From an optimization exercise on the open Yosys and OpenROAD flow, aimed at small area, a short achievable clock period and few clock cycles per item; shortcuts taken in it are not production practice.
In this exercise RTL edits were held to simulation tests only and were not proved equivalent to the original.
Power figures rest on the tool's default switching activity, not on a simulated workload.

## air_quality_index_classifier
module air_quality_index_classifier (
  input  logic        clk,
  input  logic        rst_n,
  input  logic        in_valid,
  output logic        in_ready,
  input  logic        in_pollutant,
  input  logic [15:0] in_concentration_tenths,
  output logic        out_valid,
  input  logic        out_ready,
  output logic [9:0]  out_index_value,
  output logic [2:0]  out_category,
  input  logic        cfg_valid,
  output logic        cfg_ready,
  input  logic [1:0]  cfg_index_scheme
);
==> flow/config.mk <==
export PLATFORM = sky130hd
export DESIGN_NAME = air_quality_index_classifier
export DESIGN_NICKNAME = air_quality_index_classifier
export VERILOG_FILES = /design/flow/design.v
export SDC_FILE = /design/flow/constraint.sdc
export NUM_CORES = 4
export LEC_CHECK = 0
export ABC_AREA = 1
export CAP_MARGIN = 20
export CORE_MARGIN = 2
export CORE_UTILIZATION = 40
export SETUP_SLACK_MARGIN = 5
export SLEW_MARGIN = 20
export TNS_END_PERCENT = 0
==> flow/constraint.sdc <==
create_clock -name core_clock -period 10.0 [get_ports {clk}]
set_input_delay 2.0000 -clock core_clock [delete_from_list [all_inputs] [get_ports {clk}]]
set_output_delay 2.0000 -clock core_clock [all_outputs]
set_load 0.01 [all_outputs]
run.sh (not shown) runs the stock make flow with config.mk's settings and CLKGATE_MAP_FILE= SYNTH_SCRIPT=/design/flow/synth_recipe.tcl, a recipe that flattens the netlist after the stock synthesis.
Testbench counts at the start, summed over its fixed seeds: cycles 8,072, items 8,000.
Change:
--- a/flow/design.v
+++ b/flow/design.v
@@ -1,21 +1,21 @@
 package aqic_pkg;
   localparam logic [1:0] SCHEME_ATMO  = 2'd0;
   localparam logic [1:0] SCHEME_CAQI  = 2'd1;
   localparam logic [1:0] SCHEME_US    = 2'd2;
   localparam logic [1:0] SCHEME_RESET = SCHEME_US;
 endpackage
 module aqic_band (
   input  logic        pollutant,
   input  logic [15:0] conc,
   input  logic [1:0]  scheme,
-  output logic [5:0]  sel
+  output logic [7:0]  sel
 );
   logic [4:0] us0, us1, at, cq;
   always_comb begin
     us0 = 5'd0;
     if (conc > 16'd120) us0 = 5'd1;
     if (conc > 16'd354) us0 = 5'd2;
     if (conc > 16'd554) us0 = 5'd3;
     if (conc > 16'd1023) us0 = 5'd4;
     if (conc > 16'd1504) us0 = 5'd5;
     if (conc > 16'd1958) us0 = 5'd6;
@@ -88,39 +88,38 @@
       if (conc > 16'd1800) cq = 5'd5;
     end else begin
       if (conc > 16'd150) cq = 5'd2;
       if (conc > 16'd300) cq = 5'd3;
       if (conc > 16'd550) cq = 5'd4;
       if (conc > 16'd1100) cq = 5'd5;
     end
     if (conc == 16'd0) cq = 5'd0;
   end
   always_comb begin
-    if (scheme == aqic_pkg::SCHEME_ATMO)      sel = {pollutant, at};
-    else if (scheme == aqic_pkg::SCHEME_CAQI) sel = {pollutant, cq};
-    else                                      sel = {pollutant, pollutant ? us1 : us0};
+    if (scheme == aqic_pkg::SCHEME_ATMO)      sel = {2'd0, pollutant, at};
+    else if (scheme == aqic_pkg::SCHEME_CAQI) sel = {2'd1, pollutant, cq};
+    else                                      sel = {2'd2, pollutant, pollutant ? us1 : us0};
   end
 endmodule
 module aqic_interp (
-  input  logic [5:0]  sel,
-  input  logic [1:0]  scheme,
+  input  logic [7:0]  sel,
   output logic [17:0] dig,
   output logic [22:0] a,
   output logic [2:0] category,
   output logic [0:0] dbl
 );
   always_comb begin
     dig = '0;
     a = '0;
     category = 3'd6;
     dbl = '0;
-    casez ({(scheme == aqic_pkg::SCHEME_ATMO) ? 2'd0 : (scheme == aqic_pkg::SCHEME_CAQI) ? 2'd1 : 2'd2, sel})
+    casez (sel)
       {2'd2, 1'b0, 5'd0}: begin dig = 18'h15b6e; a = 23'h755b55; category = 3'd1; dbl = 1'b1; end   
       {2'd2, 1'b0, 5'd1}: begin dig = 18'h15a2d; a = 23'h790ae5; category = 3'd2; dbl = 1'b0; end   
       {2'd2, 1'b0, 5'd2}: begin dig = 18'h10181; a = 23'h13330; category = 3'd3; dbl = 1'b0; end   
       {2'd2, 1'b0, 5'd3}: begin dig = 18'h2b95; a = 23'hcc349; category = 3'd4; dbl = 1'b0; end   
       {2'd2, 1'b0, 5'd4}: begin dig = 18'h2b95; a = 23'h135f31; category = 3'd4; dbl = 1'b0; end   
       {2'd2, 1'b0, 5'd5}: begin dig = 18'hd368; a = 23'ha8b6c; category = 3'd5; dbl = 1'b0; end   
       {2'd2, 1'b0, 5'd6}: begin dig = 18'hd34e; a = 23'ha8d11; category = 3'd5; dbl = 1'b0; end   
       {2'd2, 1'b0, 5'd7}: begin dig = 18'hd368; a = 23'h173b04; category = 3'd5; dbl = 1'b0; end   
       {2'd2, 1'b0, 5'd8}: begin dig = 18'hd368; a = 23'h17578c; category = 3'd6; dbl = 1'b0; end   
       {2'd2, 1'b0, 5'd9}: begin dig = 18'hd368; a = 23'h175754; category = 3'd6; dbl = 1'b0; end   
@@ -1012,21 +1011,21 @@
   input  logic        out_ready,
   output logic [9:0]  out_index_value,
   output logic [2:0]  out_category,
   input  logic        cfg_valid,
   output logic        cfg_ready,
   input  logic [1:0]  cfg_index_scheme
 );
   logic        adv;
   logic [1:0]  scheme_r;
   logic        va_r, out_valid_r;
-  logic [5:0]  sel_nxt, sel_r;
+  logic [7:0]  sel_nxt, sel_r;
   logic [9:0] x_a_r;
   logic [17:0] dig_nxt;
   logic [22:0] a_nxt;
   logic [2:0]  cat_nxt;
   logic        dbl;
   logic [9:0] x_m;
   logic [9:0]  ra_nxt, rb_nxt, ra_r, rb_r;
   logic [4:0]  lg_nxt, lp_nxt, lg_r, lp_r;
   logic        cin;
   logic [2:0]  out_cat_r;
@@ -1047,21 +1046,20 @@
     end
   end
   aqic_band u_band (
     .pollutant (in_pollutant),
     .conc      (in_concentration_tenths),
     .scheme    (scheme_r),
     .sel       (sel_nxt)
   );
   aqic_interp u_interp (
     .sel      (sel_r),
-    .scheme   (scheme_r),
     .dig      (dig_nxt),
     .a        (a_nxt),
     .category (cat_nxt),
     .dbl      (dbl)
   );
   assign x_m = dbl ? {x_a_r[8:0], 1'b0} : x_a_r;
   aqic_mul u_mul (
     .x   (x_m),
     .dig (dig_nxt),
     .a   (a_nxt),
After rerunning:
- maximum frequency grows by 1.6%
- sequential share of layout area grows by 0.26 points
- first-iteration DRC count grows by 40%
- clock power stays flat
- design area grows by 2.4%
- via count grows by 4.0%
- die area grows by 1.7%
- non-clock buffer count grows by 5
Testbench counts after the change, summed over its fixed seeds: cycles 8,072, items 8,000.

[afterwards: timing with drivers on the ports]
In the flow no input, the clock included, has a driving cell. The finished layouts below were timed again as built, in two steps. Step 1, drivers: a clkbuf_16 drives clk and a buf_2 each remaining input, both assumed. Step 2 also shifts input and output timing later by t, the mid clock arrival at the registers, as if the neighbouring blocks saw the same clock. Slacks: no drivers / after step 1 / after step 2; pairs: no drivers / after step 1.
run	shift t [ns]	setup slack, ns	hold slack, ns	worst slew at a driven data input, ns
the first run	0.349	4.881 / 4.858 / 4.568	0.454 / 0.454 / 0.454	0.04
the second run	0.349	4.959 / 4.935 / 4.633	0.459 / 0.459 / 0.459	0.05
After both steps setup and hold are still met in every run listed. The setup slack of the second run, which loses most, moves by -0.024 ns with the drivers and by -0.326 ns with both steps.
